Source: an optimization exercise on an open RTL-to-GDS flow (aim: small area). Production flows keep margins and buffers that such runs may drop.
Where RTL was checked, it was by simulation tests only, not by an equivalence proof against the original.
Function not checked in run 5: the RTL went through the layout flow alone.
Power and IR drop assume default switching activity.

--- flow/run.sh ---
#!/bin/bash
set -e
export CTS_ARGS="-sink_clustering_enable -repair_clock_nets -sink_clustering_size 20 -sink_clustering_max_diameter 60 -dont_use_dummy_load -buf_list {sky130_fd_sc_hd__clkbuf_8}"
export BUFFER_PORTS_ARGS="-buffer_cell sky130_fd_sc_hd__buf_1"
bash standard.sh > standard.log 2>&1
--- config.mk ---
export PLATFORM = sky130hd
export DESIGN_NAME = motion_tracker_top
export DESIGN_NICKNAME = motion_tracker_top
export VERILOG_FILES = /design/flow/design.v
export SDC_FILE = /design/flow/constraint.sdc
export NUM_CORES = 4
export LEC_CHECK = 0
export CAP_MARGIN = 20
export CORE_MARGIN = 2
export CORE_UTILIZATION = 40
export SLEW_MARGIN = 20
--- standard.sh ---
#!/bin/bash
# synth_recipe.tcl (not shown) runs the flow's synth.tcl, then flattens the netlist and writes it again
# the make line also repeats each setting of config.mk as NAME=value (left out here)
make -C /OpenROAD-flow-scripts/flow DESIGN_CONFIG=/design/flow/config.mk WORK_HOME=/design/flow/orfs CLKGATE_MAP_FILE= SYNTH_SCRIPT=/design/flow/synth_recipe.tcl "${@:-finish}"
--- constraint.sdc ---
create_clock -name core_clock -period 7.0 [get_ports {clk_65mhz}]
set_input_delay 1.4000 -clock core_clock [delete_from_list [all_inputs] [get_ports {clk_65mhz}]]
set_output_delay 1.4000 -clock core_clock [all_outputs]
set_load 0.01 [all_outputs]
--- design.v ---
`default_nettype none
package motion_pkg;
    localparam int FRAME_WIDTH  = 320;
    localparam int FRAME_HEIGHT = 240;
    localparam int P1_RED_MIN = 11;
    localparam int P1_GB_MAX  = 2;
    localparam int P2_WHITE_MIN = 13;
    localparam int DIV_CYCLES = 24;
    localparam int DIV_CNT_W  = $clog2(DIV_CYCLES);
    localparam int WINDOW_UPDATES = 8;
    localparam int WIN_CNT_W      = $clog2(WINDOW_UPDATES);
    localparam int PUNCH_DX_MIN = 'h40;
    localparam int PUNCH_DY_MAX = 'h30;
    localparam int KICK_DY_MIN  = 'h40;
    localparam int KICK_DX_MAX  = 'h30;
    localparam logic [1:0] DIV_IDLE = 2'd0;
    localparam logic [1:0] DIV_RUN  = 2'd1;
    localparam logic [1:0] DIV_DONE = 2'd2;
endpackage
`default_nettype wire
`timescale 1ns/1ps
`default_nettype none
module motion_tracker_top (
    input  wire logic        clk_65mhz,
    input  wire logic        reset_8frame_delta_values,
    input  wire logic [29:0] pixel,
    input  wire logic        frame_end,
    output logic             gesture_valid,
    output logic [1:0]       p1_gesture,
    output logic [1:0]       p2_gesture,
    output logic [27:0]      p1_motion,
    output logic [27:0]      p2_motion
);
    function automatic logic [24:0] radd24(input logic [23:0] a, input logic [23:0] b,
                                           input logic ci);
        logic [24:0] r;
        logic        c;
        c = ci;
        for (int i = 0; i < 24; i++) begin
            r[i] = a[i] ^ b[i] ^ c;
            c    = (a[i] & b[i]) | (a[i] & c) | (b[i] & c);
        end
        r[24] = c;
        radd24 = r;
    endfunction
    wire rst = reset_8frame_delta_values;
    wire fe  = frame_end;
    wire [3:0] pr = pixel[11:8];
    wire [3:0] pg = pixel[7:4];
    wire [3:0] pb = pixel[3:0];
    wire       take = pixel[29] & ~fe & ~rst;
    wire       is1  = take & (pr > 4'd11) & (pg < 4'd2) & (pb < 4'd2);
    wire       is2  = take & (pr > 4'd13) & (pg > 4'd13) & (pb > 4'd13);
    wire [8:0] mx   = 9'd319 - pixel[28:20];
    wire [7:0] my   = pixel[19:12];
    wire       clr  = rst | fe;
    logic [15:0] n1, n2;
    logic [6:0]  s1, s2;
    logic [6:0]  k;         
    wire         act  = (k != 7'd0);
    wire         mrg  = (k == 7'd82);
    wire [15:0]  nb1  = mrg ? {9'd0, s1} : n1;
    wire [15:0]  nb2  = mrg ? {9'd0, s2} : n2;
    logic [23:0] sx1, sy1, sx2, sy2;
    logic        cx1, cy1, cx2, cy2;
    wire [24:0] ax1 = radd24({15'd0, sx1[8:0]}, {15'd0, mx & {9{is1}}}, 1'b0);
    wire [24:0] ay1 = radd24({16'd0, sy1[7:0]}, {16'd0, my & {8{is1}}}, 1'b0);
    wire [24:0] ax2 = radd24({15'd0, sx2[8:0]}, {15'd0, mx & {9{is2}}}, 1'b0);
    wire [24:0] ay2 = radd24({16'd0, sy2[7:0]}, {16'd0, my & {8{is2}}}, 1'b0);
    wire [24:0] hx1 = radd24({9'd0, sx1[23:9]}, 24'd0, cx1);
    wire [24:0] hy1 = radd24({8'd0, sy1[23:8]}, 24'd0, cy1);
    wire [24:0] hx2 = radd24({9'd0, sx2[23:9]}, 24'd0, cx2);
    wire [24:0] hy2 = radd24({8'd0, sy2[23:8]}, 24'd0, cy2);
    wire [23:0] fx1 = {hx1[14:0], sx1[8:0]};
    wire [23:0] fy1 = {hy1[15:0], sy1[7:0]};
    wire [23:0] fx2 = {hx2[14:0], sx2[8:0]};
    wire [23:0] fy2 = {hy2[15:0], sy2[7:0]};
    always_ff @(posedge clk_65mhz) begin
        n1  <= 16'(radd24({8'd0, nb1 & {16{~rst}}}, 24'd0, is1 & (mrg | ~act)));
        n2  <= 16'(radd24({8'd0, nb2 & {16{~rst}}}, 24'd0, is2 & (mrg | ~act)));
        s1  <= 7'(radd24({17'd0, s1 & {7{act & ~mrg}}}, 24'd0, is1 & act & ~mrg));
        s2  <= 7'(radd24({17'd0, s2 & {7{act & ~mrg}}}, 24'd0, is2 & act & ~mrg));
        sx1 <= {hx1[14:0], ax1[8:0]} & {24{~clr}};
        sy1 <= {hy1[15:0], ay1[7:0]} & {24{~clr}};
        sx2 <= {hx2[14:0], ax2[8:0]} & {24{~clr}};
        sy2 <= {hy2[15:0], ay2[7:0]} & {24{~clr}};
        cx1 <= ax1[9] & ~clr;
        cy1 <= ay1[8] & ~clr;
        cx2 <= ax2[9] & ~clr;
        cy2 <= ay2[8] & ~clr;
    end
    logic [80:0] chain;
    logic [15:0] rem;
    wire  [8:0]  quo = chain[8:0];    
    logic [2:0]  wcnt;      
    always_ff @(posedge clk_65mhz) begin
        chain <= fe ? {fx1[8:0], fy1, fx2, fy2} : {chain[79:0], ge};
    end
    logic first;            
    logic den2;             
    logic proc;             
    logic pres;             
    logic out_ld;           
    wire [15:0] den   = den2 ? n2 : n1;
    wire [16:0] trial = {first ? 16'd0 : rem, chain[80]};
    wire [24:0] dlo   = radd24({12'd0, trial[11:0]}, {12'hfff, ~den[11:0]}, 1'b1);
    wire [24:0] dh0   = radd24({19'd0, trial[16:12]}, {19'h7ffff, 1'b1, ~den[15:12]}, 1'b0);
    wire [24:0] dh1   = radd24({19'd0, trial[16:12]}, {19'h7ffff, 1'b1, ~den[15:12]}, 1'b1);
    wire        c9    = dlo[24];
    wire [4:0]  dhi   = c9 ? dh1[4:0] : dh0[4:0];
    wire        ge    = c9 ? dh1[24] : dh0[24];
    wire [16:0] diff  = {dhi, dlo[11:0]};
    always_ff @(posedge clk_65mhz) begin
        rem <= fe ? {1'b0, fx1[23:9]} : (ge ? diff[15:0] : trial[15:0]);
        if (rst)
            k <= '0;
        else if (fe)
            k <= 7'd1;
        else if (k == 7'd82)
            k <= '0;
        else if (k != 7'd0)
            k <= k + 7'd1;
        first  <= ~fe & ((k == 7'd9) | (k == 7'd33) | (k == 7'd57));
        den2   <= ~fe & (k >= 7'd33);
        proc   <= ~rst & ~fe & ((k == 7'd9) | (k == 7'd33) | (k == 7'd57) | (k == 7'd81));
        pres   <= (k >= 7'd57) ? (n2 != 16'd0) : (n1 != 16'd0);
        out_ld <= ~rst & ~fe & (k == 7'd81) & (wcnt == 3'd0);
    end
    logic [8:0] lr [4];     
    logic [9:0] sr [4];     
    logic [3:0] hr;         
    logic       gv;
    logic [9:0] ox1, ox2;
    logic [8:0] oy1, oy2;
    wire       win_end  = (wcnt == 3'd0);
    wire       win_first = (wcnt == 3'd1);
    wire       h        = hr[0];
    wire [8:0] newl     = pres ? quo : lr[0];
    wire [24:0] dvs     = radd24({15'd0, newl}, {15'h7fff, ~sr[0][8:0]}, 1'b1);
    wire [9:0] dv       = {~dvs[24], dvs[8:0]};
    wire [24:0] lts     = radd24({15'd0, quo}, {15'h7fff, ~lr[0]}, 1'b1);
    wire       lt       = ~lts[24];
    wire [24:0] mgs     = radd24({15'd0, dv[8:0] ^ {9{dv[9]}}}, 24'd0, dv[9]);
    wire [8:0] mag      = mgs[8:0];
    wire       neg      = dv[9] | ((dv == 10'd0) & pres & lt);
    wire [9:0] res      = h ? {neg, mag} : 10'd0;
    wire [9:0] stv      = !h ? {1'b0, quo} : (win_first ? {1'b0, lr[0]} : sr[0]);
    wire [9:0] snew     = win_end ? res : stv;
    always_ff @(posedge clk_65mhz) begin
        if (rst)
            wcnt <= '0;
        else if (fe)
            wcnt <= wcnt + 3'd1;
        if (proc) begin
            lr[0] <= lr[1];
            lr[1] <= lr[2];
            lr[2] <= lr[3];
            lr[3] <= newl;
            sr[0] <= sr[1];
            sr[1] <= sr[2];
            sr[2] <= sr[3];
            sr[3] <= snew;
        end
        if (rst)
            hr <= '0;
        else if (proc)
            hr <= {h | pres, hr[3:1]};
        gv <= out_ld & ~rst;
        if (rst) begin
            ox1 <= '0;
            oy1 <= '0;
            ox2 <= '0;
            oy2 <= '0;
        end else if (out_ld) begin
            ox1 <= sr[1];
            oy1 <= {sr[2][9], sr[2][7:0]};
            ox2 <= sr[3];
            oy2 <= {snew[9], snew[7:0]};
        end
    end
    function automatic logic [1:0] classify(input logic [8:0] mx_, input logic [7:0] my_);
        logic [1:0] g;
        g[1] = (mx_ > 9'h40) && (my_ < 8'h30);
        g[0] = (my_ > 8'h40) && (mx_ < 9'h30);
        classify = g;
    endfunction
    assign gesture_valid = gv;
    assign p1_motion     = {ox1[9], 4'd0, ox1[8:0], oy1[8], 5'd0, oy1[7:0]};
    assign p2_motion     = {ox2[9], 4'd0, ox2[8:0], oy2[8], 5'd0, oy2[7:0]};
    assign p1_gesture    = classify(ox1[8:0], oy1[7:0]);
    assign p2_gesture    = classify(ox2[8:0], oy2[7:0]);
endmodule
`default_nettype wire
==> results.yml, run 1 <==
global_route:
  antenna_found_initial: 2
  grt_pass1_wl_um: 49920
  grt_max_degree: 82
  groute.usage.overall_pct: 14.58
  grt_pass1_vias: 9710
  overflow: 0
finish:
  areaGrowthSynthToFinish_pct: 6.916
  final_area_um2: 17250
  n_antenna_cell: 0
  drive_gt1_share_pct: 9.895
  multi_input_area_um2: 7204
  num-nets-final: 1646
  regArea_um2: 8313
  fillers: 3757
routing:
  drtIter0Drc: 500
  drc: 0
  wl_per_cell_um: 15.18
  wirelength_um: 29750
  drt-pass1-iter-count: 4
  antenna_left: 0
  vias_per_cell: 4.921
  vias: 9645
critical_path:
  cp_max_fo: 11
  worstSetupEndpoint: "sr[3][8]"
  r2r-end: "sr[3][8]"
  cp_slowest_cell: "dfxtp_1"
  crit_required_ns: 7.30
  crit_chain: "mux2i_1 -> ha_1 -> inv_1 -> fa_1 -> fa_1 -> fa_1 -> fa_1 -> fa_1 -> fa_1 -> fa_1 -> fa_1 -> buf_4 -> xnor2_1 -> ha_1 -> ha_1 -> ha_1 -> ha_1 -> ha_1 -> ha_1 -> xor2_1 -> o211ai_1 -> o21ai_0"
  endpoint_kind: "flop"
  setup.worst_path.class: "flop to flop"
  critPathBufInv: 2
  crit_path_start: "pres"
  crit_family: "adder cells"
  cp.depth: 22
  cpPeakStageDelay_ns: 0.56
  reg2reg_slack_ns: 0.51
  worstSetupStartpointType: "flop"
  r2r-start: "pres"
  cp_common_cell: "fa_1"
  cp.arrival_ns: 6.79
  worst_r2r_path_depth: 22
clock_tree:
  clockBufferDepth: 3
  clock_latency_ns: 0.61
  hold_buffers: 0
  numCtsBuffers: 30
  post_cts.repair.setup_buffers: 0
  cts_max_level: 1
  cts.clk_slew.worst_paths_ns: 0.09
  cts_tree: "built"
  cts_sinks: 377
  cts-resized-gates: 0
  cts-root-buf: "clkbuf_8"
power_and_ir_drop:
  cellPowerDensity_nw_per_um2: 196.4
  p_leak_uw: 0.007039
  ir_drop_mv: 0.1394
synth:
  ys_dominant_reg_cell: "dfxtp_1"
  synth_top_area_cell: "dfxtp_1"
  synthXorXnorAreaFrac_pct: 1.574
  synth-adder-area-share_pct: 15.99
  syn_area_per_cell_um2: 11.65
  synth_cell_types: 62
  synth_common_cells: "dfxtp_1 (301), nor2_1 (133), ha_1 (127)"
  synth_top_area_share_pct: 37.34
  muxShareOfSynthArea_pct: 9.498
  yosys.area_share.simple_pct: 12.40
  synth.yosys.seq_area_share_pct: 51.48
  synth_warnings: 3
  synthArstFlopShare_pct: 0
  synth-seq-cells: 377
  yosysMostFrequentCell: "dfxtp_1"
  syn_inst: 1385
  synth_area_um2: 16140
  synth_compound_area_share_pct: 4.738
  synth_top_family_by_area: "adder cells"
  synth.area.top_cells: "dfxtp_1 (37%), edfxtp_1 (14%), ha_1 (9.8%)"
  synth-edff-count: 76
sta:
  slew_viol_final: 0
  skew_ns: 0.06055
  setup_viol: 0
  period_share_pct: 92.67
  hold_viol: 0
  fmax_ghz: 0.1542
  setup_tns_ns: 0
  rsz0062_at_grt: "false"
  slew_headroom_pct: 29.52
  fin_crit_ns: 6.487
  max_slew.worst_pin.slew_ns: 1.057
floorplanning:
  die_w_um: 204.9
  die_area_um2: 41960
  rows: 73
  initial_core_util_pct: 40.61
  die_h_um: 204.9
  io_pins: 94
  core_um2: 39730
flow_run:
  drv_cap: 0
run_status:
  outcome: "finished clean"
place:
  place_area_um2: 16840
  gp_congestion: 0.8020
  io_buffers: 72
  dp_hpwl_um: 20410
worst_hold_path:
  hp-start: "lr[2][5]"
  hp-class: "flop to flop"
[worst register-to-register path, stage by stage, from the launching register on]
cell,delay [ns]
dfxtp_1,0.56
mux2i_1,0.31
ha_1,0.18
inv_1,0.05
fa_1,0.39
fa_1,0.40
fa_1,0.40
fa_1,0.40
fa_1,0.41
fa_1,0.40
fa_1,0.39
fa_1,0.43
buf_4,0.21
xnor2_1,0.14
ha_1,0.20
ha_1,0.19
ha_1,0.20
ha_1,0.19
ha_1,0.18
ha_1,0.20
xor2_1,0.15
o211ai_1,0.15
o21ai_0,0.11
[area by class of cell]
class,count,area share (%)
Tap cell,525,3.807
Inverter,68,1.479
Timing Repair Buffer,90,2.379
Sequential cell,377,48.18
Clock buffer,30,2.393
Multi-Input combinational cell,870,41.76
[where the power goes]
| part | switching (uW) | total [uW] | internal (uW) |
|---|---|---|---|
| Sequential | 6.15 | 2220 | 2220 |
| Combinational | 91.3 | 134 | 43.0 |
| Clock | 651 | 1030 | 381 |
[cells in the final DEF (no fill, tap or decap), drive strengths merged, types with 3 or more instances in the layout]
master / n
dfxtp: 301
nor2: 134
ha: 127
buf: 88
mux2: 81
edfxtp: 76
and2: 73
inv: 68
nand2: 65
mux2i: 62
fa: 49
clkbuf: 32
and3: 28
o21ai: 27
o211ai: 26
nor2b: 23
xnor2: 21
nor4: 19
conb: 18
a21oi: 13
nand2b: 12
a311oi: 10
a31oi: 10
nand3: 8
xor2: 8
or3: 7
or4: 5
nor3: 5
o21a: 4
nand4: 4
nand3b: 3
a211o: 3
o31ai: 3
[per-stage QoR]
stage | util [%] | setup slack [ns] | total power (uW) | instances | hold WS [ns]
finish | 43.42 | 0.5130 | 3389 | 1960 | 0.3887
global route | 43.42 | 0.2624 | 3541 | 1960 | 0.3880
CTS | 43.42 | 0.5393 | 3452 | 1960 | 0.3891
detailed placement | 42.38 | 0.5746 | 2408 | 1930 | 0.4064
global placement | 42.38 | 0.6563 | 2407 | 1930 | 0.4008
floorplan | - | 0.7017 | 2375 | 1402 | 0.4003
[per-layer routing]
| metal | part of all wire [%] | routed length [um] | vias to the layer above | GRT usage [%] |
|---|---|---|---|---|
| li1 | - | - | 4793 | - |
| met1 | 48 | 14240 | 4626 | 19.81 |
| met2 | 45 | 13530 | 168 | 24.00 |
| met3 | 3.9 | 1163 | 54 | 2.482 |
| met4 | 2.7 | 791 | 4 | 3.931 |
| met5 | 0.081 | 24 | - | 0 |
[how the worst min path moves through the flow]
| stage | endpoint | slack, ns | depth (start not counted) |
|---|---|---|---|
| after floorplan | lr[0][0] | 0.40 | 0 |
| after global placement | lr[1][3] | 0.40 | 0 |
| after detailed placement | lr[1][8] | 0.41 | 0 |
| after CTS | lr[1][5] | 0.39 | 0 |
| after global routing | sr[2][0] | 0.39 | 0 |
| final | lr[1][5] | 0.39 | 0 |
[kinds of logic (layout without fill, tap and decap cells)]
group	count (synthesis)	after routing
simple gates	392	392
flops	377	377
fa+ha+maj	177	177
buf+inv	155	188
mux	143	143
compound gates	111	111
xor+xnor	29	29
other cells	1	18
[sequential cells by signal, summed over array words and instances, names as in the netlist, 16 cells and up]
register and count:
n1 16, lr 36, sx1 24, sy2 24, n2 16, sy1 24, rem 16, sr 40
sx2 24, chain 81
==> run 2, diff against run 1 <==
==> flow/run.sh (replaced) <==
#!/bin/bash
set -e
export CTS_ARGS="-sink_clustering_enable -repair_clock_nets -sink_clustering_size 20 -sink_clustering_max_diameter 60 -dont_use_dummy_load -buf_list {sky130_fd_sc_hd__clkbuf_8}"
export BUFFER_PORTS_ARGS="-buffer_cell sky130_fd_sc_hd__buf_1"
export SKIP_REPAIR_TIE_FANOUT=1
bash standard.sh > standard.log 2>&1
==> run 2 against run 1 <==
Compared with the run above:
- global-route usage is 0.25 points lower
- critical path depth is the same
- die area unchanged
- combinational power about the same
- first-iteration DRC count rose by 16%
- synthesized cell count stayed put
- routed wire length down 0.40%
- largest power group unchanged
- setup slack worse by 0.11 ns
- sequential power hardly changed
- fmax fell by 1.7%
- highest routed layer unchanged
- clock-buffer cell count down 1
- final area down 0.33%
==> results.yml, run 2 <==
run_status:
  outcome: "finished clean"
finish:
  fillers: 3757
  top_register: "chain"
  drive_gt1_share_pct: 9.951
  largest_reg_flops: 81
  final_area_um2: 17200
  layout_commonest_cell: "dfxtp_1"
  num-nets-final: 1628
  final_cell_mix: "dfxtp_1 (299), nor2_1 (133), ha_1 (127), mux2_2 (81), edfxtp_1 (76)"
  final_cells: 1942
  top_regs: "chain (81), sr (40), lr (36)"
  areaGrowthSynthToFinish_pct: 6.559
  n_antenna_cell: 0
place:
  place_inst: 1912
  place_area_um2: 16770
  gp_congestion: 0.8054
  io_buffers: 72
  dp_hpwl_um: 20470
  dp_slack_ns: 0.4683
synth:
  synth_common_cells: "dfxtp_1 (301), nor2_1 (133), ha_1 (127)"
  synth_top_area_cell: "dfxtp_1"
  synth_warnings: 3
  yosysMostFrequentCell: "dfxtp_1"
  syn_inst: 1385
  synth_cell_types: 62
  synth_area_um2: 16140
  ys_dominant_reg_cell: "dfxtp_1"
  synthArstFlopShare_pct: 0
  synth-seq-cells: 377
  synth.area.top_cells: "dfxtp_1 (37%), edfxtp_1 (14%), ha_1 (9.8%)"
  synth-edff-count: 76
  syn_area_per_cell_um2: 11.65
  synth.yosys.seq_area_share_pct: 51.48
  synth_top_area_share_pct: 37.34
global_route:
  antenna_found_initial: 2
  grt_pass1_vias: 9586
  grt_max_degree: 82
  overflow: 0
  grt_pass1_wl_um: 48960
  groute.usage.overall_pct: 14.34
sta:
  rsz0062_at_grt: "false"
  slew_viol_final: 0
  setup_viol: 0
  setup_tns_ns: 0
  fin_ws_ns: 0.4029
  fin_crit_ns: 6.597
  period_share_pct: 94.24
  fmax_ghz: 0.1516
  hold_viol: 0
  max_slew.worst_pin.slew_ns: 0.9797
  slew_headroom_pct: 34.69
  skew_ns: 0.07882
power_and_ir_drop:
  p_leak_uw: 0.006983
  ir_drop_mv: 0.1367
  cellPowerDensity_nw_per_um2: 195.9
worst_hold_path:
  hp-start: "chain[53]"
  holdPathEnd: "chain[54]"
  whs_path_depth: 1
  hp-class: "flop to flop"
critical_path:
  setup.worst_path.class: "flop to flop"
  crit_required_ns: 7.32
  r2r-end: "sr[3][8]"
  cp_slowest_cell: "dfxtp_1"
  critPathBufInv: 1
  endpoint_kind: "flop"
  worst_r2r_path_depth: 22
  r2r-start: "pres"
  reg2reg_slack_ns: 0.40
  cp_max_fo: 11
  worstSetupStartpointType: "flop"
  crit_family: "adder cells"
  crit_chain: "mux2i_1 -> ha_1 -> inv_1 -> fa_1 -> fa_1 -> fa_1 -> fa_1 -> fa_1 -> fa_1 -> fa_1 -> fa_1 -> xnor2_1 -> ha_1 -> ha_1 -> ha_1 -> ha_1 -> ha_1 -> ha_1 -> ha_1 -> xor2_1 -> o211ai_1 -> o21ai_0"
  cpPeakStageDelay_ns: 0.56
  cp.arrival_ns: 6.92
routing:
  drtIter0Drc: 580
  wl_met1_um: 14330
  wl_per_cell_um: 15.26
  wirelength_um: 29630
  wl_met2_um: 13640
  vias: 9576
  routed.top_layer: "met5"
  dr_wl_met3_um: 1016
  antenna_left: 0
  vias_per_cell: 4.931
  drt-pass1-iter-count: 6
  drc: 0
clock_tree:
  post_cts.repair.setup_buffers: 0
  cts.clk_slew.worst_paths_ns: 0.12
  numCtsBuffers: 29
  cts-resized-gates: 0
  cts_tree: "built"
  cts-root-buf: "clkbuf_8"
  cts_sinks: 377
  clockBufferDepth: 3
  hold_buffers: 0
  cts_max_level: 1
  clock_latency_ns: 0.63
floorplanning:
  initial_core_util_pct: 40.61
  die_area_um2: 41960
  die_h_um: 204.9
  core_um2: 39730
  rows: 73
  io_pins: 94
  die_w_um: 204.9
flow_run:
  drv_cap: 0
## run 2: cell types whose count changed in the layout (fill, tap and decap cells not counted)
cell	change
conb_1	-17
buf_16	+1
buf_4	-1
clkbuf_8	-1
## run 2: logic make-up (layout without fill, tap and decap cells)
group | Yosys count | count (layout) | share of synthesized area [%]
fa+ha+maj | 177 | 177 | 15.99
buf+inv | 155 | 187 | 4.296
mux | 143 | 143 | 9.498
compound gates | 111 | 111 | 4.738
other cells | 1 | 1 | 0.02324
flops | 377 | 377 | 51.48
xor+xnor | 29 | 29 | 1.574
simple gates | 392 | 392 | 12.40
## run 2: layout make-up
type                    instances  area [um^2]  share of cell area (%)
flip-flops and latches        377         8313                   48.34
multi-input cells             853         7141                   41.53
well taps                     525        656.9                   3.820
repair buffers                 90        430.4                   2.503
clock buffers                  29        399.1                   2.321
inverters                      68        255.2                   1.484
## run 2: worst max path at each step
| stage | start | to | slack [ns] | depth (start not counted) |
|---|---|---|---|---|
| final | pres | sr[3][8] | 0.40 | 22 |
| after global routing | pres | sr[3][8] | 0.13 | 22 |
| after CTS | pres | sr[3][8] | 0.43 | 22 |
| after detailed placement | pres | sr[3][8] | 0.47 | 22 |
| after global placement | pres | sr[3][8] | 0.56 | 22 |
| after floorplan | pres | sr[3][8] | 0.70 | 24 |
## run 2: report_power, final
group	switching, uW	internal [uW]
sequential	6.13	2220
combinational	90.8	42.7
clock	644	369
total	741	2630
## run 2: metrics by stage
stage	utilization (%)	power [uW]	hold slack, ns
final	43.28	3369	0.3915
after global routing	43.28	3516	0.4119
after CTS	43.21	3427	0.3926
after detailed placement	42.20	2407	0.4052
after global placement	42.20	2405	0.4013
after floorplan	-	2375	0.4003
## run 2: per-layer routing
layer / vias to the layer above / global-route usage, %
li1: 4768 / -
met1: 4612 / 19.52
met2: 148 / 23.91
met3: 44 / 2.259
met4: 4 / 3.366
met5: - / 0
==> run 3, diff against run 2 <==
--- a/config.mk
+++ b/config.mk
@@ -5,6 +5,7 @@
 export SDC_FILE = /design/flow/constraint.sdc
 export NUM_CORES = 4
 export LEC_CHECK = 0
+export ABC_AREA = 1
 export CAP_MARGIN = 20
 export CORE_MARGIN = 2
 export CORE_UTILIZATION = 40
==> run 3 against run 2 <==
Compared with the run above:
- still clean
- final area down 1.3%
- sequential share of layout area up 0.66 points
- fmax up 3.4%
- non-clock buffer count down 8
- cell count up 16%
- critical path type unchanged
- largest cell class unchanged
==> results.yml, run 3 <==
synth:
  syn_area_per_cell_um2: 9.426
  synth.yosys.seq_area_share_pct: 51.97
  synth_top_area_cell: "dfxtp_1"
  synth_cell_types: 43
  syn_inst: 1696
  synthXorXnorAreaFrac_pct: 1.424
  synth_warnings: 3
  yosys.area_share.simple_pct: 13.40
  synth_top_area_share_pct: 37.69
  synth_top_family_by_area: "adder cells"
  synthArstFlopShare_pct: 0
  synth-seq-cells: 377
  synth-edff-count: 76
  synth_compound_area_share_pct: 8.836
  muxShareOfSynthArea_pct: 0.2505
  synth_common_cells: "dfxtp_1 (301), nor2_1 (255), inv_1 (222)"
  synth-adder-area-share_pct: 16.08
  synth_area_um2: 15990
  yosysMostFrequentCell: "dfxtp_1"
  ys_dominant_reg_cell: "dfxtp_1"
  synth.area.top_cells: "dfxtp_1 (38%), edfxtp_1 (14%), ha_1 (9.9%)"
floorplanning:
  io_pins: 94
  rows: 73
  core_um2: 39550
  die_area_um2: 41580
  die_w_um: 203.9
  initial_core_util_pct: 40.42
  die_h_um: 203.9
finish:
  final_cell_mix: "dfxtp_1 (299), nor2_1 (255), inv_1 (220), nand2_1 (214), o21ai_0 (184)"
  fillers: 3867
  top_register: "chain"
  regArea_um2: 8313
  areaGrowthSynthToFinish_pct: 6.113
  multi_input_area_um2: 6396
  top_regs: "chain (81), sr (40), lr (36)"
  final_cells: 2246
  n_antenna_cell: 0
  final_area_um2: 16960
  layout_commonest_cell: "dfxtp_1"
  num-nets-final: 1932
  largest_reg_flops: 81
  drive_gt1_share_pct: 4.300
critical_path:
  worstSetupStartpointType: "flop"
  cp_slowest_cell: "dfxtp_1"
  crit_required_ns: 7.48
  cp_common_cell: "fa_1"
  cp.arrival_ns: 6.86
  setup.worst_path.class: "flop to flop"
  cp_max_fo: 20
  critPathBufInv: 3
  crit_chain: "nand2_1 -> o21ai_0 -> ha_1 -> inv_1 -> fa_1 -> fa_1 -> fa_1 -> fa_1 -> fa_1 -> fa_1 -> fa_1 -> fa_1 -> buf_4 -> xnor2_1 -> ha_1 -> ha_1 -> ha_1 -> ha_1 -> ha_1 -> ha_1 -> nand3_1 -> nand2_1 -> o21ai_0 -> inv_1"
  cpPeakStageDelay_ns: 0.73
  crit_family: "adder cells"
  endpoint_kind: "flop"
sta:
  hold_viol: 0
  max_slew.worst_pin.slew_ns: 1.008
  setup_viol: 0
  rsz0062_at_grt: "false"
  slew_headroom_pct: 32.83
  fmax_ghz: 0.1567
  slew_viol_final: 0
  period_share_pct: 91.15
  fin_crit_ns: 6.381
  skew_ns: 0.05410
  fin_ws_ns: 0.6192
  setup_tns_ns: 0
place:
  gp_congestion: 0.8212
  dp_slack_ns: 0.6709
  dp_hpwl_um: 19950
  place_area_um2: 16570
  place_inst: 2218
  io_buffers: 72
clock_tree:
  clock_latency_ns: 0.60
  cts_tree: "built"
  cts-resized-gates: 0
  post_cts.repair.setup_buffers: 0
  cts_sinks: 377
  clockBufferDepth: 3
  numCtsBuffers: 28
  cts_max_level: 1
  cts-root-buf: "clkbuf_8"
  hold_buffers: 0
  cts.clk_slew.worst_paths_ns: 0.11
routing:
  drtIter0Drc: 706
  wl_per_cell_um: 12.70
  antenna_left: 0
  drt-pass1-iter-count: 8
  wirelength_um: 28510
  vias: 10390
  vias_per_cell: 4.626
  drc: 0
power_and_ir_drop:
  p_leak_uw: 0.006819
  cellPowerDensity_nw_per_um2: 195.8
  ir_drop_mv: 0.1415
global_route:
  grt_pass1_wl_um: 49040
  groute.usage.overall_pct: 14.25
  overflow: 0
  antenna_found_initial: 0
  grt_pass1_vias: 10290
  grt_max_degree: 137
flow_run:
  drv_cap: 0
run_status:
  outcome: "finished clean"
worst_hold_path:
  hp-class: "flop to flop"
==> run 3: cell types whose count changed after synthesis, sizes merged, moves of 15 or more <==
cell / previous run / this run
o211ai: 26 / 0
mux2i: 62 / 4
and2: 73 / 0
inv: 68 / 226
o21ai: 27 / 188
mux2: 81 / 0
nor2b: 23 / 0
nand3: 8 / 23
and3: 28 / 1
nand2: 65 / 225
nor2: 134 / 256
a21oi: 13 / 61
==> run 3: worst paths after layout <==
path | from | to | slack [ns] | depth (start not counted)
worst max register to register | pres | oy2[7] | 0.62 | 24
worst min register to register | chain[18] | chain[19] | 0.41 | 2
worst max-delay path | pres | oy2[7] | 0.62 | 24
worst min-delay path | chain[18] | chain[19] | 0.41 | 2
==> run 3: power breakdown <==
group,switching (uW),internal (uW),total (uW)
combinational,79.6,25.0,105
sequential,4.34,2210,2220
clock,645,357,1000
==> run 3: kinds of logic after synthesis <==
group,count (synthesis)
xor+xnor,26
compound gates,264
buf+inv,313
other cells,1
fa+ha+maj,176
simple gates,535
mux,4
flops,377
==> run 3: cell type report <==
type / count / share of cell area [%]
multi-input cells: 1006 / 37.70
well taps: 525 / 3.872
clock buffers: 28 / 2.272
repair buffers: 82 / 2.065
inverters: 228 / 5.082
flip-flops and latches: 377 / 49.00
==> run 3: through the flow <==
stage / power [uW] / util, % / hold WS (ns)
2_1_floorplan: 2349 / - / 0.3960
3_3_place_gp: 2370 / 41.91 / 0.4008
3_5_place_dp: 2372 / 41.91 / 0.4045
4_1_cts: 3380 / 42.88 / 0.4089
5_1_grt: 3474 / 42.89 / 0.4009
6_report: 3322 / 42.89 / 0.4105
==> run 3: routing by layer <==
metal  track usage, %  up-vias  wire length (um)
li1                 -     5408                 -
met1            18.76     4802             13400
met2            24.74      142             13360
met3            1.977       39              1193
met4            3.389        0               563
met5                0        -                 0
==> run 3: tightest hold or removal path: cells and delay by family, from the launching register on <==
family,cells,cell delay (ns)
compound gates,1,0.06
simple gates,1,0.05
flops,1,0.31
==> run 4, diff against run 3 <==
--- a/config.mk
+++ b/config.mk
@@ -6,7 +6,7 @@
 export NUM_CORES = 4
 export LEC_CHECK = 0
 export ABC_AREA = 1
-export CAP_MARGIN = 20
+export CAP_MARGIN = 0
 export CORE_MARGIN = 2
 export CORE_UTILIZATION = 40
-export SLEW_MARGIN = 20
+export SLEW_MARGIN = 0
==> run 4 against run 3 <==
Compared with the run above:
- critical endpoint unchanged
- synthesized area is the same
- critical path depth is the same
- sequential share of layout area is essentially flat
- critical path type unchanged
- highest routed layer unchanged
- global-route usage is the same
- via count shrank 0.13%
- combinational power is essentially flat
==> results.yml, run 4 <==
critical_path:
  setup.worst_path.class: "flop to flop"
  cp.arrival_ns: 6.86
  cp_slowest_cell: "dfxtp_1"
  crit_required_ns: 7.48
  cp_common_cell: "fa_1"
  crit_chain: "nand2_1 -> o21ai_0 -> ha_1 -> inv_1 -> fa_1 -> fa_1 -> fa_1 -> fa_1 -> fa_1 -> fa_1 -> fa_1 -> fa_1 -> buf_4 -> xnor2_1 -> ha_1 -> ha_1 -> ha_1 -> ha_1 -> ha_1 -> ha_1 -> nand3_1 -> nand2_1 -> o21ai_0 -> inv_1"
  endpoint_kind: "flop"
  cp_max_fo: 20
  cpPeakStageDelay_ns: 0.72
  worstSetupStartpointType: "flop"
synth:
  yosysMostFrequentCell: "dfxtp_1"
  synth-edff-count: 76
  synth.area.top_cells: "dfxtp_1 (38%), edfxtp_1 (14%), ha_1 (9.9%)"
  synth-seq-cells: 377
  synth.yosys.seq_area_share_pct: 51.97
  synth_warnings: 3
  syn_inst: 1696
  synth_cell_types: 43
  synth_top_area_share_pct: 37.69
  synth_area_um2: 15990
  ys_dominant_reg_cell: "dfxtp_1"
  synth_top_area_cell: "dfxtp_1"
  synthArstFlopShare_pct: 0
  synth_common_cells: "dfxtp_1 (301), nor2_1 (255), inv_1 (222)"
  syn_area_per_cell_um2: 9.426
global_route:
  grt_pass1_vias: 10290
  grt_max_degree: 137
  groute.usage.overall_pct: 14.25
  grt_pass1_wl_um: 49040
  antenna_found_initial: 0
  overflow: 0
floorplanning:
  die_h_um: 203.9
  rows: 73
  initial_core_util_pct: 40.42
  die_area_um2: 41580
  die_w_um: 203.9
  core_um2: 39550
  io_pins: 94
finish:
  drive_gt1_share_pct: 4.242
  final_cell_mix: "dfxtp_1 (300), nor2_1 (255), inv_1 (220), nand2_1 (214), o21ai_0 (184)"
  top_regs: "chain (81), sr (40), lr (36)"
  multi_input_area_um2: 6396
  final_cells: 2246
  top_register: "chain"
  fillers: 3868
  final_area_um2: 16960
  num-nets-final: 1932
  regArea_um2: 8312
  fin_util_pct: 42.88
  layout_commonest_cell: "dfxtp_1"
  areaGrowthSynthToFinish_pct: 6.081
  largest_reg_flops: 81
  n_antenna_cell: 0
place:
  dp_hpwl_um: 19950
  place_inst: 2218
  io_buffers: 72
  place_area_um2: 16570
  gp_congestion: 0.8212
clock_tree:
  cts.clk_slew.worst_paths_ns: 0.11
  cts_max_level: 1
  cts-resized-gates: 0
  numCtsBuffers: 28
  cts-root-buf: "clkbuf_8"
  clock_latency_ns: 0.60
  cts_sinks: 377
  hold_buffers: 0
  cts_tree: "built"
  clockBufferDepth: 3
  post_cts.repair.setup_buffers: 0
routing:
  vias_per_cell: 4.621
  wirelength_um: 28540
  drtIter0Drc: 704
  antenna_left: 0
  vias: 10380
  drt-pass1-iter-count: 6
  drc: 0
  wl_per_cell_um: 12.71
flow_run:
  drv_cap: 0
power_and_ir_drop:
  p_leak_uw: 0.006817
  cellPowerDensity_nw_per_um2: 195.7
  ir_drop_mv: 0.1400
sta:
  hold_viol: 0
  fin_crit_ns: 6.383
  slew_headroom_pct: 22.27
  setup_tns_ns: 0
  skew_ns: 0.05479
  max_slew.worst_pin.slew_ns: 1.164
  fmax_ghz: 0.1567
  slew_viol_final: 0
  period_share_pct: 91.19
  rsz0062_at_grt: "false"
  setup_viol: 0
run_status:
  outcome: "finished clean"
worst_hold_path:
  hp-class: "flop to flop"
run 4: cell count changes in the layout (fill, tap and decap cells not counted):
cell / change
dfxtp_2: -1
buf_6: -1
buf_4: +1
dfxtp_1: +1
run 4: layer usage:
layer  global-route usage (%)  share of wire [%]  wire (um)
met5                        0                  0          0
met4                    3.389                2.0        562
met2                    24.74                 47      13390
met1                    18.76                 47      13490
met3                    1.977                3.9       1102
run 4: through the flow:
step           setup WS (ns)  power (uW)  hold slack [ns]
2_1_floorplan         0.8825        2349           0.3960
3_3_place_gp          0.6959        2370           0.4008
3_5_place_dp          0.6709        2372           0.4045
4_1_cts               0.6221        3380           0.4089
5_1_grt               0.1900        3474           0.4009
6_report              0.6169        3319           0.4105
run 4: cell type report:
cell class / count / share of cell area (%)
clock buffer: 28 / 2.272
sequential: 377 / 49.01
multi-input combinational: 1006 / 37.72
inverter: 228 / 5.083
tap: 525 / 3.873
timing repair buffer: 82 / 2.044
run 4: path summary, 6_finish.rpt:
check	from	end	slack, ns	cells after the start
worst min register to register	chain[18]	chain[19]	0.41	2
worst max register to register	pres	oy2[7]	0.62	24
worst max-delay path	pres	oy2[7]	0.62	24
worst min-delay path	chain[18]	chain[19]	0.41	2
run 4: power by group:
part	total, uW	internal [uW]	switching [uW]	leakage (uW)
logic	104	24.8	79.4	0.00350
clock network	999	357	642	0.000201
registers	2220	2210	4.34	0.00312
total	3320	2590	726	0.00682
run 4: logic make-up (layout without fill, tap and decap cells):
kind of cell | count (synthesis) | after routing | synth area share, %
flops | 377 | 377 | 51.97
buf+inv | 313 | 338 | 8.022
mux | 4 | 4 | 0.2505
other cells | 1 | 1 | 0.02346
simple gates | 535 | 535 | 13.40
xor+xnor | 26 | 26 | 1.424
compound gates | 264 | 264 | 8.836
fa+ha+maj | 176 | 176 | 16.08
run 4: critical path, delay by kind of cell (launching register included):
kind,cells,cell delay (ns)
AOI/OAI and AO/OA,2,0.29
xor gates and xnor gates,1,0.13
adders and majority gates,15,4.54
buffers and inverters,3,0.31
DFF,1,0.72
and+or+nand+nor,3,0.28
==> run 5, diff against run 4 <==
--- a/design.v
+++ b/design.v
@@ -140,8 +140,12 @@
     wire [9:0] dv       = {~dvs[24], dvs[8:0]};
     wire [24:0] lts     = radd24({15'd0, quo}, {15'h7fff, ~lr[0]}, 1'b1);
     wire       lt       = ~lts[24];
-    wire [24:0] mgs     = radd24({15'd0, dv[8:0] ^ {9{dv[9]}}}, 24'd0, dv[9]);
-    wire [8:0] mag      = mgs[8:0];
+    logic [8:0] low_any;
+    always_comb begin
+        low_any[0] = 1'b0;
+        for (int i = 1; i < 9; i++) low_any[i] = low_any[i-1] | dv[i-1];
+    end
+    wire [8:0] mag      = dv[8:0] ^ ({9{dv[9]}} & low_any);
     wire       neg      = dv[9] | ((dv == 10'd0) & pres & lt);
     wire [9:0] res      = h ? {neg, mag} : 10'd0;
     wire [9:0] stv      = !h ? {1'b0, quo} : (win_first ? {1'b0, lr[0]} : sr[0]);
--- a/config.mk
+++ b/config.mk
@@ -6,7 +6,7 @@
 export NUM_CORES = 4
 export LEC_CHECK = 0
 export ABC_AREA = 1
-export CAP_MARGIN = 0
+export CAP_MARGIN = 20
 export CORE_MARGIN = 2
 export CORE_UTILIZATION = 40
-export SLEW_MARGIN = 0
+export SLEW_MARGIN = 20
==> run 5 against run 4 <==
Compared with the run above:
- via count up 0.83%
- clock-buffer cell count up 3
- combinational power down 5%
- critical path type unchanged
- critical endpoint is now rem[2]
- largest power group unchanged
==> results.yml, run 5 <==
floorplanning:
  core_um2: 38920
  initial_core_util_pct: 40.74
  die_w_um: 203.1
  die_area_um2: 41250
  io_pins: 94
  rows: 72
  die_h_um: 203.1
sta:
  fmax_ghz: 0.1602
  hold_viol: 0
  slew_viol_final: 0
  period_share_pct: 89.16
  setup_tns_ns: 0
  rsz0062_at_grt: "false"
  max_slew.worst_pin.slew_ns: 1.070
  slew_headroom_pct: 28.69
  fin_ws_ns: 0.7585
  hold_slack_ns: 0.4032
  fin_crit_ns: 6.242
  skew_ns: 0.05818
  setup_viol: 0
critical_path:
  setup.worst_path.class: "flop to flop"
  endpoint_kind: "flop"
  cp_common_cell: "fa_1"
  cp_max_fo: 19
  worst_r2r_path_depth: 25
  cp.depth: 25
  crit_family: "adder cells"
  worstSetupStartpointType: "flop"
  cp.arrival_ns: 6.69
  cp_slowest_cell: "fa_1"
  critPathBufInv: 3
  crit_required_ns: 7.45
  cpPeakStageDelay_ns: 0.44
synth:
  synth-seq-cells: 377
  synth_area_um2: 15860
  ys_dominant_reg_cell: "dfxtp_1"
  synth_common_cells: "dfxtp_1 (301), nor2_1 (246), inv_1 (225)"
  synthArstFlopShare_pct: 0
  synth_warnings: 3
  syn_area_per_cell_um2: 9.410
  yosysMostFrequentCell: "dfxtp_1"
  synth_cell_types: 46
  synth-edff-count: 76
  synth_top_area_cell: "dfxtp_1"
  synth.area.top_cells: "dfxtp_1 (38%), edfxtp_1 (14%), ha_1 (9.4%)"
  synth_top_area_share_pct: 38.00
  synth.yosys.seq_area_share_pct: 52.39
  syn_inst: 1685
run_status:
  outcome: "finished clean"
place:
  dp_slack_ns: 0.8157
  place_inst: 2202
  io_buffers: 72
  gp_congestion: 0.8221
  dp_hpwl_um: 20710
power_and_ir_drop:
  cellPowerDensity_nw_per_um2: 199.3
  ir_drop_mv: 0.1370
  p_leak_uw: 0.006782
global_route:
  grt_pass1_vias: 10600
  groute.usage.overall_pct: 14.86
  grt_max_degree: 104
  antenna_found_initial: 1
  grt_pass1_wl_um: 51020
  overflow: 0
routing:
  vias: 10460
  drt-pass1-iter-count: 5
  antenna_left: 0
  vias_per_cell: 4.684
  drtIter0Drc: 563
  wl_per_cell_um: 13.24
  drc: 0
  wirelength_um: 29580
worst_hold_path:
  hp-class: "flop to flop"
  whs_path_depth: 0
finish:
  fin_util_pct: 43.37
  drive_gt1_share_pct: 4.023
  final_cells: 2234
  top_register: "chain"
  num-nets-final: 1918
  largest_reg_flops: 81
  layout_commonest_cell: "dfxtp_1"
  areaGrowthSynthToFinish_pct: 6.454
  fillers: 3845
  final_cell_mix: "dfxtp_1 (300), nor2_1 (246), inv_1 (224), nand2_1 (219), o21ai_0 (178)"
  top_regs: "chain (81), sr (40), lr (36)"
clock_tree:
  cts-root-buf: "clkbuf_8"
  cts.clk_slew.worst_paths_ns: 0.09
  hold_buffers: 0
  cts_sinks: 377
  clock_latency_ns: 0.61
  post_cts.repair.setup_buffers: 0
  cts_max_level: 1
  clockBufferDepth: 3
  cts_tree: "built"
  numCtsBuffers: 31
  cts-resized-gates: 0
flow_run:
  drv_cap: 0
## run 5: cell types whose count changed in the layout (fill, tap and decap cells not counted), moves of 5 or more
cell     before  now
o21ai_1       2   11
xnor2_1      20   12
nor2_1      255  246
ha_1        127  119
a21oi_2      10    5
nand2_1     214  219
o21ai_0     184  178
nand2_2      10    5
## run 5: kinds of logic after synthesis
group / after synthesis / synth area share (%)
AO/OA/AOI/OAI: 271 / 9.193
XOR/XNOR: 21 / 1.160
adder cells (fa/ha/maj): 168 / 15.58
buffers and inverters: 315 / 8.049
flip-flops: 377 / 52.39
multiplexers: 5 / 0.3156
other: 1 / 0.02365
AND/OR/NAND/NOR: 527 / 13.29
## run 5: metrics by stage
step / power [uW] / instance area [um^2]
after floorplan: 2341 / 15860
after global placement: 2363 / 16450
after detailed placement: 2365 / 16450
after CTS: 3416 / 16870
after global routing: 3504 / 16880
final: 3363 / 16880
## run 5: area by class of cell
type | count | area, um^2 | share of cell area, %
inverters | 234 | 884.6 | 5.241
flip-flops and latches | 377 | 8312 | 49.24
well taps | 518 | 648.1 | 3.840
clock buffers | 31 | 426.7 | 2.528
multi-input cells | 993 | 6272 | 37.16
diodes | 1 | 2.502 | 0.01482
repair buffers | 80 | 334.1 | 1.979
## run 5: per-layer routing
| metal | share of wire [%] | GRT usage [%] | vias to the layer above |
|---|---|---|---|
| li1 | - | - | 5397 |
| met1 | 48 | 19.81 | 4852 |
| met2 | 46 | 25.32 | 166 |
| met3 | 3.9 | 2.183 | 49 |
| met4 | 2.5 | 3.858 | 0 |
| met5 | 0 | 0 | - |
## run 5: final timing paths
| path | startpoint | endpoint | slack (ns) |
|---|---|---|---|
| max reg2reg | n1[0] | rem[2] | 0.76 |
| min reg2reg | lr[2][2] | lr[1][2] | 0.40 |
| min | lr[2][2] | lr[1][2] | 0.40 |
| max | n1[0] | rem[2] | 0.76 |
## run 5: report_power, final
part / total [uW] / switching, uW / internal [uW] / leakage, uW
Sequential: 2210 / 4.72 / 2210 / 0.00312
Combinational: 99.0 / 76.2 / 22.8 / 0.00344
Clock: 1050 / 657 / 393 / 0.000223
==> run 6, diff against run 5 <==
--- a/design.v
+++ b/design.v
@@ -99,7 +99,6 @@
     logic first;            
     logic den2;             
     logic proc;             
-    logic pres;             
     logic out_ld;           
     wire [15:0] den   = den2 ? n2 : n1;
     wire [16:0] trial = {first ? 16'd0 : rem, chain[80]};
@@ -123,7 +122,6 @@
         first  <= ~fe & ((k == 7'd9) | (k == 7'd33) | (k == 7'd57));
         den2   <= ~fe & (k >= 7'd33);
         proc   <= ~rst & ~fe & ((k == 7'd9) | (k == 7'd33) | (k == 7'd57) | (k == 7'd81));
-        pres   <= (k >= 7'd57) ? (n2 != 16'd0) : (n1 != 16'd0);
         out_ld <= ~rst & ~fe & (k == 7'd81) & (wcnt == 3'd0);
     end
     logic [8:0] lr [4];     
@@ -135,6 +133,7 @@
     wire       win_end  = (wcnt == 3'd0);
     wire       win_first = (wcnt == 3'd1);
     wire       h        = hr[0];
+    wire       pres     = ~&quo;
     wire [8:0] newl     = pres ? quo : lr[0];
     wire [24:0] dvs     = radd24({15'd0, newl}, {15'h7fff, ~sr[0][8:0]}, 1'b1);
     wire [9:0] dv       = {~dvs[24], dvs[8:0]};
==> run 6 against run 5 <==
Compared with the run above:
- flip-flop and latch count shrank 1
- total power shrank 1.1%
- setup slack lost 0.19 ns
- critical endpoint unchanged
- utilization shrank 0.17 points
- die area shrank 0.37%
- sequential power is essentially flat
- routed wire length shrank 3.8%
- clock skew grew 0.024 ns
- combinational power grew 6%
==> results.yml, run 6 <==
run_status:
  outcome: "finished clean"
floorplanning:
  core_um2: 38830
  die_h_um: 202.7
  rows: 72
  io_pins: 94
  initial_core_util_pct: 40.68
  die_area_um2: 41100
  die_w_um: 202.7
critical_path:
  reg2reg_slack_ns: 0.56
  r2r-start: "den2"
  crit_required_ns: 7.43
  setup.worst_path.class: "flop to flop"
  worstSetupEndpoint: "rem[2]"
  worstSetupStartpointType: "flop"
  crit_path_start: "den2"
  worst_r2r_path_depth: 25
  cp_max_fo: 25
  cp.arrival_ns: 6.87
  r2r-end: "rem[2]"
  endpoint_kind: "flop"
power_and_ir_drop:
  ir_drop_mv: 0.1639
  p_leak_uw: 0.006802
  cellPowerDensity_nw_per_um2: 198.3
  total_power_uw: 3328
synth:
  synth_cell_types: 46
  synth_warnings: 3
  synth.yosys.seq_area_share_pct: 52.47
  synth-edff-count: 76
  yosysMostFrequentCell: "dfxtp_1"
  synth.area.top_cells: "dfxtp_1 (38%), edfxtp_1 (14%), ha_1 (9.4%)"
  synth_common_cells: "dfxtp_1 (300), nor2_1 (250), nand2_1 (229)"
  synth_top_area_share_pct: 38.02
  syn_area_per_cell_um2: 9.431
  synth_top_area_cell: "dfxtp_1"
  syn_inst: 1675
  ys_dominant_reg_cell: "dfxtp_1"
  synth-seq-cells: 376
  synth_area_um2: 15800
  synthArstFlopShare_pct: 0
finish:
  regArea_um2: 8292
  multi_input_area_um2: 6221
  top_regs: "chain (81), sr (40), lr (36)"
  layout_commonest_cell: "dfxtp_1"
  n_antenna_cell: 0
  largest_reg_flops: 81
  final_cell_mix: "dfxtp_1 (299), nor2_1 (250), nand2_1 (229), inv_1 (222), o21ai_0 (169)"
  fin_util_pct: 43.21
  final_area_um2: 16780
  drive_gt1_share_pct: 4.167
  areaGrowthSynthToFinish_pct: 6.202
  top_register: "chain"
  fillers: 3785
  num-nets-final: 1907
routing:
  vias_per_cell: 4.671
  vias: 10380
  drc: 0
  drtIter0Drc: 612
  antenna_left: 0
  wirelength_um: 28470
  drt-pass1-iter-count: 5
  wl_per_cell_um: 12.81
place:
  dp_slack_ns: 0.7353
  gp_congestion: 0.8142
  dp_hpwl_um: 20080
  io_buffers: 72
  place_area_um2: 16380
global_route:
  grt_pass1_wl_um: 48180
  groute.usage.overall_pct: 14.15
  overflow: 0
  antenna_found_initial: 0
  grt_pass1_vias: 10010
  grt_max_degree: 91
flow_run:
  drv_cap: 0
sta:
  slew_viol_final: 0
  fmax_ghz: 0.1554
  setup_tns_ns: 0
  slew_headroom_pct: 31.16
  fin_crit_ns: 6.435
  period_share_pct: 91.93
  skew_ns: 0.08189
  setup_viol: 0
  max_slew.worst_pin.slew_ns: 1.033
  hold_viol: 0
  fin_ws_ns: 0.5646
  rsz0062_at_grt: "false"
clock_tree:
  cts_max_level: 1
  clockBufferDepth: 3
  cts-root-buf: "clkbuf_8"
  post_cts.repair.setup_buffers: 0
  hold_buffers: 0
  clock_latency_ns: 0.64
  numCtsBuffers: 29
  cts_sinks: 376
  cts_tree: "built"
  cts-resized-gates: 0
  cts.clk_slew.worst_paths_ns: 0.12
worst_hold_path:
  hp-class: "flop to flop"
## run 6: cell count changes after synthesis, sizes merged, moves of 4 or more
cell,before,now
o21ai,191,183
clkbuf,53,49
buf,28,32
nand2,226,234
## run 6: cell type report
cell class / count / share of cell area [%]
well taps: 518 / 3.863
repair buffers: 81 / 2.021
clock buffers: 29 / 2.379
flip-flops and latches: 376 / 49.43
inverters: 232 / 5.228
multi-input cells: 986 / 37.08
## run 6: layer usage
layer	track usage [%]	up-vias	part of all wire (%)
li1	-	5331	-
met4	3.519	0	2.1
met1	19.78	4884	49
met5	0	-	0
met2	22.96	126	45
met3	2.279	37	3.5
## run 6: cell families (layout without fill, tap and decap cells)
| group | count (synthesis) | in the layout | synth area share [%] |
|---|---|---|---|
| mux | 6 | 6 | 0.3802 |
| xor+xnor | 22 | 22 | 1.220 |
| simple gates | 532 | 532 | 13.34 |
| buf+inv | 313 | 342 | 8.150 |
| compound gates | 257 | 257 | 8.784 |
| fa+ha+maj | 168 | 168 | 15.64 |
| flops | 376 | 376 | 52.47 |
| other cells | 1 | 1 | 0.02374 |
## run 6: how the worst min path moves through the flow
stage / cells past startpoint / endpoint / startpoint / slack (ns)
after floorplan: 2 / chain[24] / chain[23] / 0.40
after global placement: 0 / lr[2][1] / lr[3][1] / 0.40
after detailed placement: 0 / lr[1][8] / lr[2][8] / 0.41
after CTS: 2 / chain[32] / chain[31] / 0.36
after global routing: 2 / chain[32] / chain[31] / 0.39
final: 2 / chain[32] / chain[31] / 0.36
## run 6: report_power, final
group,internal [uW],switching [uW]
logic,24.7,80.1
registers,2200,3.36
clock network,369,647
## run 6: worst max-delay path, stage by stage, from the launching register on
cell and delay [ns]:
dfxtp_1 0.38, buf_4 0.28, nand2_1 0.07, o21ai_0 0.12
fa_1 0.24, fa_1 0.17, inv_1 0.05, fa_1 0.39
fa_1 0.40, fa_1 0.39, fa_1 0.40, fa_1 0.40
fa_1 0.40, fa_1 0.42, fa_1 0.41, fa_1 0.45
nor2_1 0.16, a21oi_2 0.07, a21oi_4 0.18, o21bai_2 0.10
o21ai_2 0.09, nand2_4 0.16, inv_4 0.20, nand2_1 0.07
nand3_1 0.07, o21ai_0 0.10
## run 6: through the flow
step	std cells	hold slack, ns
after floorplan	1675	0.3960
after global placement	2193	0.4001
after detailed placement	2193	0.4065
after CTS	2222	0.3625
after global routing	2222	0.3878
final	2222	0.3594
==> run 7, diff against run 6 <==
==> flow/run.sh (replaced) <==
#!/bin/bash
set -e
export CTS_ARGS="-sink_clustering_enable -repair_clock_nets -sink_clustering_size 14 -sink_clustering_max_diameter 45 -dont_use_dummy_load -buf_list {sky130_fd_sc_hd__clkbuf_4 sky130_fd_sc_hd__clkbuf_8}"
export BUFFER_PORTS_ARGS="-buffer_cell sky130_fd_sc_hd__buf_1"
export SKIP_REPAIR_TIE_FANOUT=1
bash standard.sh > standard.log 2>&1
==> run 7 against run 6 <==
Compared with the run above:
- still clean
- final area up 1.1%
- register-to-register slack about the same
- sequential power hardly changed
- clock power is about 20% higher
- die area did not move
- cell count is 0.59% higher
- clock skew decreased by 0.0027 ns
- fmax is essentially flat
- critical endpoint unchanged
- largest cell class unchanged
==> results.yml, run 7 <==
run_status:
  outcome: "finished clean"
synth:
  yosysMostFrequentCell: "dfxtp_1"
  synth_common_cells: "dfxtp_1 (300), nor2_1 (250), nand2_1 (229)"
  synthArstFlopShare_pct: 0
  synth_area_um2: 15800
  synth_cell_types: 46
  synth_top_area_share_pct: 38.02
  synth-seq-cells: 376
  synth-edff-count: 76
  syn_area_per_cell_um2: 9.431
  muxShareOfSynthArea_pct: 0.3802
  synth.area.top_cells: "dfxtp_1 (38%), edfxtp_1 (14%), ha_1 (9.4%)"
  synth_top_area_cell: "dfxtp_1"
  yosys.area_share.simple_pct: 13.34
  synth_warnings: 3
  syn_inst: 1675
  synth_top_family_by_area: "adder cells"
  synth_compound_area_share_pct: 8.784
  ys_dominant_reg_cell: "dfxtp_1"
  synth-adder-area-share_pct: 15.64
  synthXorXnorAreaFrac_pct: 1.220
  synth.yosys.seq_area_share_pct: 52.47
floorplanning:
  core_um2: 38830
  initial_core_util_pct: 40.68
  die_h_um: 202.7
  rows: 72
  io_pins: 94
  die_area_um2: 41100
  die_w_um: 202.7
power_and_ir_drop:
  p_comb_share_pct: 3.0
  p_leak_uw: 0.006895
  ir_drop_mv: 0.1263
  internal_power_uw: 2762
  pwr-share-clk_pct: 34.6
  seqPwrFrac_pct: 62.5
  p_sw_share_pct: 21.86
  cellPowerDensity_nw_per_um2: 208.5
  total_power_uw: 3535
  power.switching_uw: 772.9
routing:
  vias: 10500
  antenna_left: 0
  wirelength_um: 28760
  drc: 0
  drtIter0Drc: 521
  drt-pass1-iter-count: 5
  vias_per_cell: 4.700
  wl_per_cell_um: 12.87
critical_path:
  cp_max_fo: 25
  cp.arrival_ns: 6.81
  crit_required_ns: 7.38
  setup.worst_path.class: "flop to flop"
  endpoint_kind: "flop"
  worstSetupStartpointType: "flop"
clock_tree:
  clockBufferDepth: 3
  cts_tree: "built"
  numCtsBuffers: 42
  cts-root-buf: "clkbuf_8"
  cts_max_level: 2
  cts.clk_slew.worst_paths_ns: 0.08
  clock_latency_ns: 0.60
  cts_sinks: 376
  post_cts.repair.setup_buffers: 0
  cts-resized-gates: 0
  hold_buffers: 0
sta:
  setup_viol: 0
  rsz0062_at_grt: "false"
  hold_slack_ns: 0.3795
  skew_ns: 0.07923
  max_slew.worst_pin.slew_ns: 1.040
  slew_headroom_pct: 30.70
  hold_viol: 0
  slew_viol_final: 0
  setup_tns_ns: 0
  fin_crit_ns: 6.435
  period_share_pct: 91.93
  fmax_ghz: 0.1554
finish:
  layout_commonest_cell: "dfxtp_1"
  regArea_um2: 8292
  final_area_um2: 16960
  n_antenna_cell: 0
  areaGrowthSynthToFinish_pct: 7.335
  fillers: 3767
  largest_reg_flops: 81
  drive_gt1_share_pct: 4.892
  fin_util_pct: 43.67
  multi_input_area_um2: 6221
  num-nets-final: 1920
  top_regs: "chain (81), sr (40), lr (36)"
  final_cell_mix: "dfxtp_1 (299), nor2_1 (250), nand2_1 (229), inv_1 (222), o21ai_0 (169)"
  top_register: "chain"
global_route:
  grt_pass1_wl_um: 48440
  groute.usage.overall_pct: 14.40
  grt_pass1_vias: 10170
  overflow: 0
  antenna_found_initial: 0
  grt_max_degree: 91
place:
  place_area_um2: 16380
  io_buffers: 72
  dp_hpwl_um: 20080
  gp_congestion: 0.8142
worst_hold_path:
  hp-class: "flop to flop"
flow_run:
  drv_cap: 0
==> run 7: cell types whose count changed in the layout (fill, tap and decap cells not counted), sizes merged <==
cell	previous run	this run
clkbuf	30	43
==> run 7: cell type report <==
| cell class | count | area share, % |
|---|---|---|
| Clock buffer | 42 | 3.409 |
| Inverter | 232 | 5.173 |
| Multi-Input combinational cell | 986 | 36.69 |
| Sequential cell | 376 | 48.90 |
| Tap cell | 518 | 3.823 |
| Timing Repair Buffer | 81 | 2.000 |
==> run 7: layer usage <==
layer | vias up | share of wire [%] | global-route usage [%]
li1 | 5362 | - | -
met1 | 4925 | 48 | 19.49
met2 | 156 | 45 | 23.12
met3 | 61 | 4.0 | 2.456
met4 | 0 | 2.8 | 5.501
met5 | - | 0 | 0
==> run 7: path summary, 6_finish.rpt <==
path                                from       end  slack, ns  cells after the start
worst max-delay path                den2    rem[2]       0.56                     25
worst min-delay path            lr[2][8]  lr[1][8]       0.38                      0
worst min register to register  lr[2][8]  lr[1][8]       0.38                      0
worst max register to register      den2    rem[2]       0.56                     25
==> run 7: power by group through the flow <==
stage	registers [uW]	clock network [uW]	logic, uW
floorplan	2260	0	82.2
global placement	2260	0	105
detailed placement	2260	0	106
CTS	2210	1290	106
global route	2210	1350	120
finish	2210	1220	105
==> run 7: worst max-delay path, cell delays in order, from the launching register on <==
cell      delay (ns)
dfxtp_1         0.36
buf_4           0.29
nand2_1         0.07
o21ai_0         0.12
fa_1            0.24
fa_1            0.17
inv_1           0.05
fa_1            0.39
fa_1            0.40
fa_1            0.39
fa_1            0.40
fa_1            0.40
fa_1            0.40
fa_1            0.42
fa_1            0.41
fa_1            0.45
nor2_1          0.16
a21oi_2         0.07
a21oi_4         0.18
o21bai_2        0.10
o21ai_2         0.09
nand2_4         0.16
inv_4           0.20
nand2_1         0.07
nand3_1         0.07
o21ai_0         0.10
==> run 7: cell families after synthesis <==
kind of cell	after synthesis
AO/OA/AOI/OAI	257
XOR/XNOR	22
adder cells (fa/ha/maj)	168
buffers and inverters	313
flip-flops	376
multiplexers	6
other	1
AND/OR/NAND/NOR	532
==> run 7: through the flow <==
| stage | std cells | worst slack (ns) |
|---|---|---|
| finish | 2235 | 0.5647 |
| global route | 2235 | 0.1220 |
| CTS | 2235 | 0.5408 |
| detailed placement | 2193 | 0.7353 |
| global placement | 2193 | 0.7809 |
| floorplan | 1675 | 1.039 |
==> run 8, diff against run 7 <==
--- a/design.v
+++ b/design.v
@@ -96,12 +96,11 @@
     always_ff @(posedge clk_65mhz) begin
         chain <= fe ? {fx1[8:0], fy1, fx2, fy2} : {chain[79:0], ge};
     end
-    logic first;            
     logic den2;             
     logic proc;             
     logic out_ld;           
     wire [15:0] den   = den2 ? n2 : n1;
-    wire [16:0] trial = {first ? 16'd0 : rem, chain[80]};
+    wire [16:0] trial = {proc ? 16'd0 : rem, chain[80]};    
     wire [24:0] dlo   = radd24({12'd0, trial[11:0]}, {12'hfff, ~den[11:0]}, 1'b1);
     wire [24:0] dh0   = radd24({19'd0, trial[16:12]}, {19'h7ffff, 1'b1, ~den[15:12]}, 1'b0);
     wire [24:0] dh1   = radd24({19'd0, trial[16:12]}, {19'h7ffff, 1'b1, ~den[15:12]}, 1'b1);
@@ -119,7 +118,6 @@
             k <= '0;
         else if (k != 7'd0)
             k <= k + 7'd1;
-        first  <= ~fe & ((k == 7'd9) | (k == 7'd33) | (k == 7'd57));
         den2   <= ~fe & (k >= 7'd33);
         proc   <= ~rst & ~fe & ((k == 7'd9) | (k == 7'd33) | (k == 7'd57) | (k == 7'd81));
         out_ld <= ~rst & ~fe & (k == 7'd81) & (wcnt == 3'd0);
==> flow/run.sh (replaced) <==
#!/bin/bash
set -e
export CTS_ARGS="-sink_clustering_enable -repair_clock_nets -sink_clustering_size 18 -sink_clustering_max_diameter 70 -dont_use_dummy_load -buf_list {sky130_fd_sc_hd__clkbuf_8}"
export BUFFER_PORTS_ARGS="-buffer_cell sky130_fd_sc_hd__buf_1"
export SKIP_REPAIR_TIE_FANOUT=1
bash standard.sh > standard.log 2>&1
==> run 8 against run 7 <==
Compared with the run above:
- still clean on timing, DRC and antenna
- sequential share of layout area increased by 0.62 points
- clock power is 19% lower
- cell count down 0.89%
- synthesized area is 0.32% lower
- critical path depth down 1
- setup slack better by 0.18 ns
- global-route usage barely moved
- synthesized cell count fell by 0.24%
- critical path type unchanged
- largest power group unchanged
==> results.yml, run 8 <==
run_status:
  outcome: "finished clean"
clock_tree:
  cts_tree: "built"
  cts_sinks: 375
  clockBufferDepth: 3
  hold_buffers: 0
  numCtsBuffers: 27
  clock_latency_ns: 0.62
  cts-resized-gates: 0
  cts_max_level: 1
  cts.clk_slew.worst_paths_ns: 0.11
place:
  dp_slack_ns: 0.7123
  place_area_um2: 16330
routing:
  drt-pass1-iter-count: 5
  wl_met2_um: 13330
  wl_met1_um: 13860
  wl_per_cell_um: 13.05
  wirelength_um: 28900
  dr_wl_met3_um: 1121
  antenna_left: 0
  vias_per_cell: 4.613
floorplanning:
  die_h_um: 202.4
  initial_core_util_pct: 40.65
  core_um2: 38740
  die_area_um2: 40970
  io_pins: 94
  rows: 72
synth:
  yosysMostFrequentCell: "dfxtp_1"
  synth_common_cells: "dfxtp_1 (299), nor2_1 (255), nand2_1 (228)"
  synth_cell_types: 48
  syn_area_per_cell_um2: 9.423
  syn_inst: 1671
  synth.yosys.seq_area_share_pct: 52.51
  synth_area_um2: 15750
  synth.area.top_cells: "dfxtp_1 (38%), edfxtp_1 (14%), ha_1 (9.5%)"
critical_path:
  worst_r2r_path_depth: 24
  cp.arrival_ns: 6.73
  cpPeakStageDelay_ns: 0.44
  crit_chain: "buf_4 -> o21ai_0 -> fa_1 -> fa_1 -> inv_1 -> fa_1 -> fa_1 -> fa_1 -> fa_1 -> fa_1 -> fa_1 -> fa_1 -> fa_1 -> fa_1 -> nor2_1 -> a21oi_2 -> a21oi_4 -> o21bai_4 -> o21ai_2 -> nand2_4 -> inv_4 -> nand2_1 -> nand3_1 -> o21ai_0"
  crit_required_ns: 7.48
  cp_common_cell: "fa_1"
  r2r-end: "rem[8]"
  cp_max_fo: 24
  reg2reg_slack_ns: 0.75
  endpoint_kind: "flop"
  worstSetupStartpointType: "flop"
sta:
  setup_viol: 0
  max_slew.worst_pin.slew_ns: 1.038
  slew_headroom_pct: 30.79
  rsz0062_at_grt: "false"
  fin_crit_ns: 6.254
  period_share_pct: 89.35
power_and_ir_drop:
  p_sw_share_pct: 21.89
  pwr-share-clk_pct: 30.0
  power.switching_uw: 719.2
  seqPwrFrac_pct: 67.0
  ir_drop_mv: 0.1164
  p_leak_uw: 0.006795
  cellPowerDensity_nw_per_um2: 196.7
  p_comb_share_pct: 3.0
worst_hold_path:
  whs_path_depth: 0
  hp-class: "flop to flop"
  hp-start: "lr[3][6]"
finish:
  final_cells: 2215
  final_area_um2: 16700
  top_regs: "chain (81), sr (40), lr (36)"
  areaGrowthSynthToFinish_pct: 6.063
global_route:
  grt_max_degree: 118
  overflow: 0
  grt_pass1_vias: 9966
  groute.usage.overall_pct: 14.37
==> run 8: cell count changes in the layout (fill, tap and decap cells not counted), sizes merged, moves of 3 or more <==
cell and change:
o211ai -3, inv -3, o22ai +6, nor2 +6, a21oi -5, clkbuf -16, nor3 -3
==> run 8: logic make-up (layout without fill, tap and decap cells) <==
family / count (synthesis) / after routing / share of synthesized area [%]
adders and majority gates: 168 / 168 / 15.69
buffers and inverters: 311 / 337 / 8.105
other: 1 / 1 / 0.02382
DFF: 375 / 375 / 52.51
muxes: 5 / 5 / 0.3179
and+or+nand+nor: 532 / 532 / 13.39
xor gates and xnor gates: 21 / 21 / 1.168
AOI/OAI and AO/OA: 258 / 258 / 8.804
==> run 8: critical path: cells and delay by family, from the launching register on <==
kind	cells	cell delay, ns
adders and majority gates	11	4.01
buffers and inverters	3	0.48
and+or+nand+nor	4	0.46
DFF	1	0.34
AOI/OAI and AO/OA	6	0.82
==> run 8: final cells by class <==
class,count,area (um^2)
clock buffer,27,371.6
fill,3760,22040
inverter,229,865.8
multi-input combinational,985,6202
sequential,375,8272
tap,518,648.1
timing repair buffer,81,341.6
==> run 8: how the worst max path moves through the flow <==
stage              start      end  slack (ns)  depth (start not counted)
2_1_floorplan       proc  rem[13]        0.23                         26
3_3_place_gp        den2   rem[8]        0.78                         24
3_5_place_dp   frame_end   sx2[8]        0.71                         15
4_1_cts             den2   rem[8]        0.72                         24
5_1_grt             den2  rem[11]        0.34                         24
6_report            den2   rem[8]        0.75                         24
==> run 8: power by group through the flow <==
stage	clock [uW]	sequential (uW)	combinational (uW)
detailed placement	0	2250	101
floorplan	0	2250	78.7
global route	1110	2200	114
CTS	1040	2200	102
finish	985	2200	99.9
global placement	0	2250	99.5
==> run 8: stage by stage <==
stage	utilization (%)	hold slack (ns)
3_5_place_dp	42.14	0.4035
5_1_grt	43.11	0.3908
6_report	43.11	0.3766
2_1_floorplan	-	0.3960
4_1_cts	43.10	0.3733
3_3_place_gp	42.14	0.4004
==> run 8: routing by layer <==
metal / track usage [%] / vias to the layer above
li1: - / 5311
met4: 3.154 / 0
met2: 24.06 / 146
met5: 0 / -
met1: 19.67 / 4722
met3: 2.177 / 39

-- re-timing with driven ports --
How much do the figures lean on ideal ports? The routed layouts below were timed once more, with nothing changed but the port constraints.
Step 1: set_driving_cell puts a clkbuf_16 on clk_65mhz and a buf_2 on each other input, an assumption about the parent block.
Step 2 also shifts input and output timing later by t, the mid clock arrival at the registers, as if the neighbouring blocks saw the same clock.
Three values: ideal ports, drivers, drivers and shift; two values: the first two.
run | t (ns) | setup slack, ns
run 1 | 0.644 | 0.513 / 0.513 / 0.513
run 2 | 0.643 | 0.403 / 0.403 / 0.403
run 3 | 0.615 | 0.619 / 0.619 / 0.619
run 4 | 0.615 | 0.617 / 0.617 / 0.617
run 5 | 0.637 | 0.758 / 0.758 / 0.758
run 6 | 0.648 | 0.565 / 0.565 / 0.565
run 7 | 0.610 | 0.565 / 0.565 / 0.565
run 8 | 0.623 | 0.746 / 0.746 / 0.746
After both steps setup and hold are still met in every run listed.
